Source: an optimization exercise on an open RTL-to-GDS flow (aim: small area, a short achievable clock period and few clock cycles per item). Production flows keep margins and buffers that such runs may drop. At most, simulation tests tie the RTL to the original design; equivalence was not proved. No activity file was given, so power comes from the tool's default toggle rates.

## keyed_status_table
module keyed_status_table (
	input  logic           clk,
	input  logic           arst_n,
	input  logic           req_valid,
	output logic           req_ready,
	input  logic           req_func,
	input  logic [63:0]    req_key,
	input  logic           req_online,
	input  logic [31:0]    req_ip_addr,
	input  logic [15:0]    req_port_num,
	output logic           rsp_valid,
	input  logic           rsp_ready,
	output logic [1:0]     rsp_result_code,
	output logic [31:0]    rsp_found_ip,
	output logic [15:0]    rsp_found_port,
	output logic           rsp_found_online
);
Size in the first run: roughly 5700 cells after synthesis, ~2200 flip-flops, roughly 170 I/O pins, ~75000 um^2 of cells after synthesis.
export LEC_CHECK = 0
export CAP_MARGIN = 20
export CORE_MARGIN = 2
export CORE_UTILIZATION = 40
export CTS_CLUSTER_DIAMETER = 80
export CTS_CLUSTER_SIZE = 25
export SETUP_SLACK_MARGIN = 1.8
export SLEW_MARGIN = 20
create_clock -name core_clock -period 4.0 [get_ports {clk}]
run.sh (not shown) runs the stock make flow with config.mk's settings and CLKGATE_MAP_FILE= SYNTH_SCRIPT=/design/flow/synth_recipe.tcl, a recipe that flattens the netlist after the stock synthesis.
The baseline went through all stages and came out clean.
Testbench counts at the start, summed over its fixed seeds: cycles 8,287, requests 8,000.
Rerun with:
--- a/flow/config.mk
+++ b/flow/config.mk
@@ -11,4 +11,4 @@
 export CTS_CLUSTER_DIAMETER = 80
 export CTS_CLUSTER_SIZE = 25
-export SETUP_SLACK_MARGIN = 1.8
+export SETUP_SLACK_MARGIN = 2.3
 export SLEW_MARGIN = 20
What happened: The new run passed the timing, design-rule and antenna checks. Non-clock buffer count increases by 351. Worst setup slack improves by 0.10 ns. Sequential cell count is unchanged.

* * *

the baseline:
Another version of the RTL of keyed_status_table (not shown whole).
Size: about 5700 cells after synthesis, about 2200 flip-flops, about 170 I/O pins, about 75000 um2 of cells after synthesis.
Settings: LEC_CHECK=0, ABC_CLOCK_PERIOD_IN_PS=2500, CAP_MARGIN=20, CORE_MARGIN=2, CORE_UTILIZATION=55, SETUP_SLACK_MARGIN=1.5, SLEW_MARGIN=20; clock period 4.0 ns.
The baseline did not stop at any stage, and its layout met the timing, design-rule and antenna checks.
Input changes introduced in the candidate (baseline for comparison: the baseline):
Settings: CORE_UTILIZATION now 40, was 55; ABC_CLOCK_PERIOD_IN_PS no longer set, was 2500.
Notes after the runs:
The candidate finished all stages; the layout is clean. In the metrics for the baseline and the candidate, the one carrying the lower sequential share of layout area is the candidate. [compare] base=the baseline new=the candidate: layout overhead on the synthesized area moved up, global-route usage moved down.
No functional check of the RTL was part of any run of this note.

* * *

keyed_status_table, a different RTL version from the one above (not shown whole).
==> flow/config.mk <==
export PLATFORM = sky130hd
export DESIGN_NAME = keyed_status_table
export DESIGN_NICKNAME = keyed_status_table
export VERILOG_FILES = /design/flow/design.v
export SDC_FILE = /design/flow/constraint.sdc
export NUM_CORES = 4
export LEC_CHECK = 0
export CAP_MARGIN = 20
export CORE_MARGIN = 2
export CORE_UTILIZATION = 51
export CTS_CLUSTER_DIAMETER = 80
export CTS_CLUSTER_SIZE = 25
export SETUP_SLACK_MARGIN = 1.8
export SLEW_MARGIN = 20
==> flow/constraint.sdc <==
create_clock -name core_clock -period 4.0 [get_ports {clk}]
set_input_delay 0.8000 -clock core_clock [delete_from_list [all_inputs] [get_ports {clk}]]
set_output_delay 0.8000 -clock core_clock [all_outputs]
set_load 0.01 [all_outputs]
The first run went through all stages and came out clean.
Testbench counts at the start, summed over its fixed seeds: cycles 8,178, requests 8,000.
Next try:
CORE_UTILIZATION = 44   (was 51)
SETUP_SLACK_MARGIN = 1.9   (was 1.8)
=> The changed run completed with no timing, DRC or antenna violations. Global-route usage came out lower by 4.9 points. Utilization came out lower by 6.0 points. Worst hold slack got worse by 9.9 ps.
Next try:
CORE_UTILIZATION = 40   (was 44)
SETUP_SLACK_MARGIN = 1.8   (was 1.9)
=> The changed run ran to the end with no violations. Clock-buffer cell count goes up by 7. Utilization decreases by 7.1 points. Hold slack gets better by 25 ps.
Next try:
CORE_UTILIZATION = 48   (was 40)
SETUP_SLACK_MARGIN = 1.6   (was 1.8)
Cell count came out lower by 7.8%.
Final area came out lower by 7.3%.
First-iteration DRC count came out lower by 15%.
Power came out lower by 4.1%.
Critical path depth came out lower by 1.
Sequential share of layout area came out higher by 3.7 points.
Setup slack degrades by 82 ps.
Via count came out lower by 4.0%.

* * *

The RTL this note starts from:
==> flow/design.v <==
package kst_pkg;
	localparam int ENTRIES  = 16;
	localparam int KEY_BITS = 64;
	localparam int IDX_W    = $clog2(ENTRIES);
	localparam int CNT_W    = $clog2(ENTRIES + 1);
	typedef enum logic {
		FUNC_SET    = 1'b0,
		FUNC_LOOKUP = 1'b1
	} func_t;
	typedef enum logic [1:0] {
		RC_OK        = 2'd0,
		RC_FULL      = 2'd1,
		RC_NOT_FOUND = 2'd2
	} code_t;
	typedef struct packed {
		logic [KEY_BITS-1:0] key;
		logic [31:0]         addr;
		logic [15:0]         port;
		logic                flag;
	} entry_t;
endpackage
module keyed_status_table (
	input  logic           clk,
	input  logic           arst_n,
	input  logic           req_valid,
	output logic           req_ready,
	input  logic           req_func,
	input  logic [63:0]    req_key,
	input  logic           req_online,
	input  logic [31:0]    req_ip_addr,
	input  logic [15:0]    req_port_num,
	output logic           rsp_valid,
	input  logic           rsp_ready,
	output logic [1:0]     rsp_result_code,
	output logic [31:0]    rsp_found_ip,
	output logic [15:0]    rsp_found_port,
	output logic           rsp_found_online
);
	localparam int N  = kst_pkg::ENTRIES;
	localparam int KW = kst_pkg::KEY_BITS;
	localparam int RW = 32 + 16 + 1;           
	localparam int H  = N / 2;                 
	logic              a_vld;
	logic              a_func;
	logic [KW-1:0]     a_key;
	logic [RW-1:0]     a_rec;
	logic [N-1:0]      a_hv;                    
	logic [N-1:0]      v_q;
	logic [KW-1:0]     k_q [N];
	logic [RW-1:0]     d_q [N];                 
	logic [N-1:0]      d_wr;
	logic              o_vld, s_vld;
	logic [1:0]        o_code, s_code;
	logic [RW-1:0]     o_rec;
	logic [N-1:0]      s_hv;
	logic [N-1:0]      a_rd;                    
	logic [N-1:0]      rd_hv;
	logic              rdy_q;
	logic [N-1:0]      i_hv;
	logic              i_fwd;
	logic              full;
	logic              a_set;
	logic              a_hit;
	logic              a_ins0, a_insh;
	logic              a_wait;
	logic              a_move;
	logic              a_load;
	logic              o_load;
	logic [1:0]        new_code;
	logic [RW-1:0]     new_rec;
	logic [N-1:0]      v_n;
	logic              full_n, a_vld_n, a_wait_n, s_vld_n;
	always_comb begin
		for (int p = 0; p < N; p++)
			i_hv[(p + 1) % N] = v_q[p] && (k_q[p] == req_key);
		i_fwd   = a_key == req_key;
		i_hv[0] = i_hv[0] || (a_ins0 && i_fwd);
		i_hv[H] = i_hv[H] || (a_insh && i_fwd);
	end
	assign full    = &v_q;
	assign a_set   = a_vld && (a_func == kst_pkg::FUNC_SET);
	assign a_hit   = |a_hv;
	assign a_ins0  = a_set && !a_hit && !v_q[N-1];
	assign a_insh  = a_set && !a_hit && v_q[N-1] && !v_q[H-1];
	assign a_wait  = a_set && !a_hit && !full && v_q[N-1] && v_q[H-1];
	assign a_move  = a_vld && !a_wait && (!s_vld || rsp_ready);
	assign a_load  = !a_vld || a_move;
	assign o_load  = !o_vld || rsp_ready;
	assign a_rd  = a_hv & {N{a_func == kst_pkg::FUNC_LOOKUP}};
	assign rd_hv = s_vld ? s_hv : a_rd;
	always_comb begin
		new_rec = '0;
		for (int p = 0; p < N; p++)
			new_rec = new_rec | ((d_q[p] ^ {RW{p % 2 == 1}}) & {RW{rd_hv[p]}});
		if (a_func == kst_pkg::FUNC_LOOKUP)
			new_code = a_hit ? kst_pkg::RC_OK : kst_pkg::RC_NOT_FOUND;
		else
			new_code = (!a_hit && full) ? kst_pkg::RC_FULL : kst_pkg::RC_OK;
	end
	always_ff @(posedge clk or negedge arst_n) begin
		if (!arst_n)
			a_vld <= 1'b0;
		else if (a_load)
			a_vld <= req_valid && req_ready;
	end
	always_ff @(posedge clk) begin
		if (a_load) begin
			a_func <= req_func;
			a_key  <= req_key;
			a_rec  <= {req_ip_addr, req_port_num, req_online};
			a_hv   <= i_hv;
		end else begin
			a_hv   <= {a_hv[N-2:0], a_hv[N-1]} | N'(a_ins0) | (N'(a_insh) << H);
		end
	end
	assign v_n = {v_q[N-2:H], v_q[H-1] || a_insh, v_q[H-2:0], v_q[N-1] || a_ins0};
	always_ff @(posedge clk or negedge arst_n) begin
		if (!arst_n)
			v_q <= '0;
		else
			v_q <= v_n;
	end
	always_comb begin
		for (int p = 0; p < N; p++)
			d_wr[(p + 1) % N] = a_set && a_hv[p] && (!s_vld || rsp_ready);
		d_wr[0] = d_wr[0] || !v_q[N-1];
		d_wr[H] = d_wr[H] || !v_q[H-1];
	end
	always_ff @(posedge clk) begin
		for (int p = 1; p < N; p++)
			k_q[p] <= k_q[p-1];
		k_q[0] <= v_q[N-1] ? k_q[N-1] : a_key;
		k_q[H] <= v_q[H-1] ? k_q[H-1] : a_key;
		for (int p = 0; p < N; p++)
			d_q[p] <= ~(({RW{d_wr[p]}} & ((p % 2 == 1) ? a_rec : ~a_rec))
			          | ({RW{!d_wr[p]}} & d_q[(p + N - 1) % N]));
	end
	always_ff @(posedge clk or negedge arst_n) begin
		if (!arst_n) begin
			o_vld <= 1'b0;
			s_vld <= 1'b0;
		end else begin
			o_vld <= o_load ? (s_vld || a_move) : 1'b1;
			s_vld <= s_vld_n;
		end
	end
	always_ff @(posedge clk) begin
		if (o_load) begin
			o_code <= s_vld ? s_code : new_code;
			o_rec  <= new_rec;
		end
		if (a_move && (s_vld || !o_load)) begin
			s_code <= new_code;
			s_hv   <= {a_rd[N-2:0], a_rd[N-1]};
		end else begin
			s_hv   <= {s_hv[N-2:0], s_hv[N-1]};
		end
	end
	assign full_n   = &v_n;
	assign a_vld_n  = a_load ? (req_valid && req_ready) : a_vld;
	assign a_wait_n = (a_load ? (req_func == kst_pkg::FUNC_SET)
	                          : (a_set && !a_hit && !a_ins0 && !a_insh))
	                  && !full_n && v_n[N-1] && v_n[H-1];
	assign s_vld_n  = o_load ? (s_vld && a_move) : (s_vld || a_move);
	always_ff @(posedge clk or negedge arst_n) begin
		if (!arst_n)
			rdy_q <= 1'b1;
		else
			rdy_q <= !a_vld_n || (!a_wait_n && !s_vld_n);
	end
	assign req_ready        = rdy_q;
	assign rsp_valid        = o_vld;
	assign rsp_result_code  = o_code;
	assign rsp_found_ip     = o_rec[RW-1:17];
	assign rsp_found_port   = o_rec[16:1];
	assign rsp_found_online = o_rec[0];
endmodule
==> flow/config.mk <==
export PLATFORM = sky130hd
export DESIGN_NAME = keyed_status_table
export DESIGN_NICKNAME = keyed_status_table
export VERILOG_FILES = /design/flow/design.v
export SDC_FILE = /design/flow/constraint.sdc
export NUM_CORES = 4
export LEC_CHECK = 0
export CAP_MARGIN = 20
export CORE_MARGIN = 2
export CORE_UTILIZATION = 48
export CTS_CLUSTER_DIAMETER = 80
export CTS_CLUSTER_SIZE = 25
export PLACE_DENSITY = 0.65
export SETUP_SLACK_MARGIN = 1.8
export SLEW_MARGIN = 20
==> flow/constraint.sdc <==
create_clock -name core_clock -period 4.0 [get_ports {clk}]
set_input_delay 0.8000 -clock core_clock [delete_from_list [all_inputs] [get_ports {clk}]]
set_output_delay 0.8000 -clock core_clock [all_outputs]
set_load 0.01 [all_outputs]
The baseline produced a clean layout.
Testbench counts at the start, summed over its fixed seeds: cycles 8,178, requests 8,000.
Next try:
- PLACE_DENSITY: 0.65 -> unset
Outcome: Worst setup slack gets better by 0.079 ns; clock power is about the same; fmax climbs by 3.2%; sequential share of layout area climbs by 0.91 points; hold slack is about the same; wire length drops by 7.3%; register-to-register slack gets better by 0.08 ns; count of clock-buffer cells in the layout drops by 10; core utilization drops by 1.1 points; area after synthesis is unchanged; combinational power drops by about 3%.

## separate check: timing with driven ports
How much do the figures lean on ideal ports? The routed layouts below were timed once more, with nothing changed but the port constraints.
Step 1, drivers: a clkbuf_16 drives clk and a buf_2 each remaining input, both assumed.
Step 2 also shifts input and output timing later by t, the mid clock arrival at the registers, as if the neighbouring blocks saw the same clock.
Slacks: no drivers / after step 1 / after step 2; pairs: no drivers / after step 1.
run	shift t [ns]	setup WS [ns]	worst hold slack (ns)	clock arrival spread, ns	cell pins on the clock port's net
the first run of note 1	0.868	1.467 / 1.467 / 0.954	0.346 / 0.321 / 0.346	0.060 / 0.060	1
the second run of note 1	0.889	1.572 / 1.572 / 1.046	0.353 / 0.324 / 0.353	0.052 / 0.052	1
the baseline	0.926	1.182 / 1.182 / 0.958	0.347 / 0.347 / 0.347	0.039 / 0.038	1
the candidate	0.956	1.242 / 1.242 / 1.049	0.292 / 0.226 / 0.344	0.081 / 0.081	1
the first run of note 3	0.832	1.515 / 1.504 / 0.794	0.338 / 0.328 / 0.338	0.037 / 0.038	1
the second run of note 3	0.879	1.438 / 1.438 / 0.730	0.328 / 0.328 / 0.328	0.057 / 0.058	1
the third run of note 3	0.893	1.492 / 1.492 / 0.893	0.353 / 0.353 / 0.353	0.047 / 0.047	1
the fourth run of note 3	0.841	1.410 / 1.480 / 0.640	0.357 / 0.348 / 0.357	0.039 / 0.039	1
the first run of note 4	0.846	1.471 / 1.471 / 0.846	0.355 / 0.332 / 0.355	0.035 / 0.034	1
the second run of note 4	0.855	1.550 / 1.550 / 0.813	0.356 / 0.327 / 0.356	0.041 / 0.040	1
After both steps setup and hold are still met in every run listed. The setup slack of the fourth run of note 3, which loses most, moves by +0.070 ns with the drivers and by -0.770 ns with both steps.
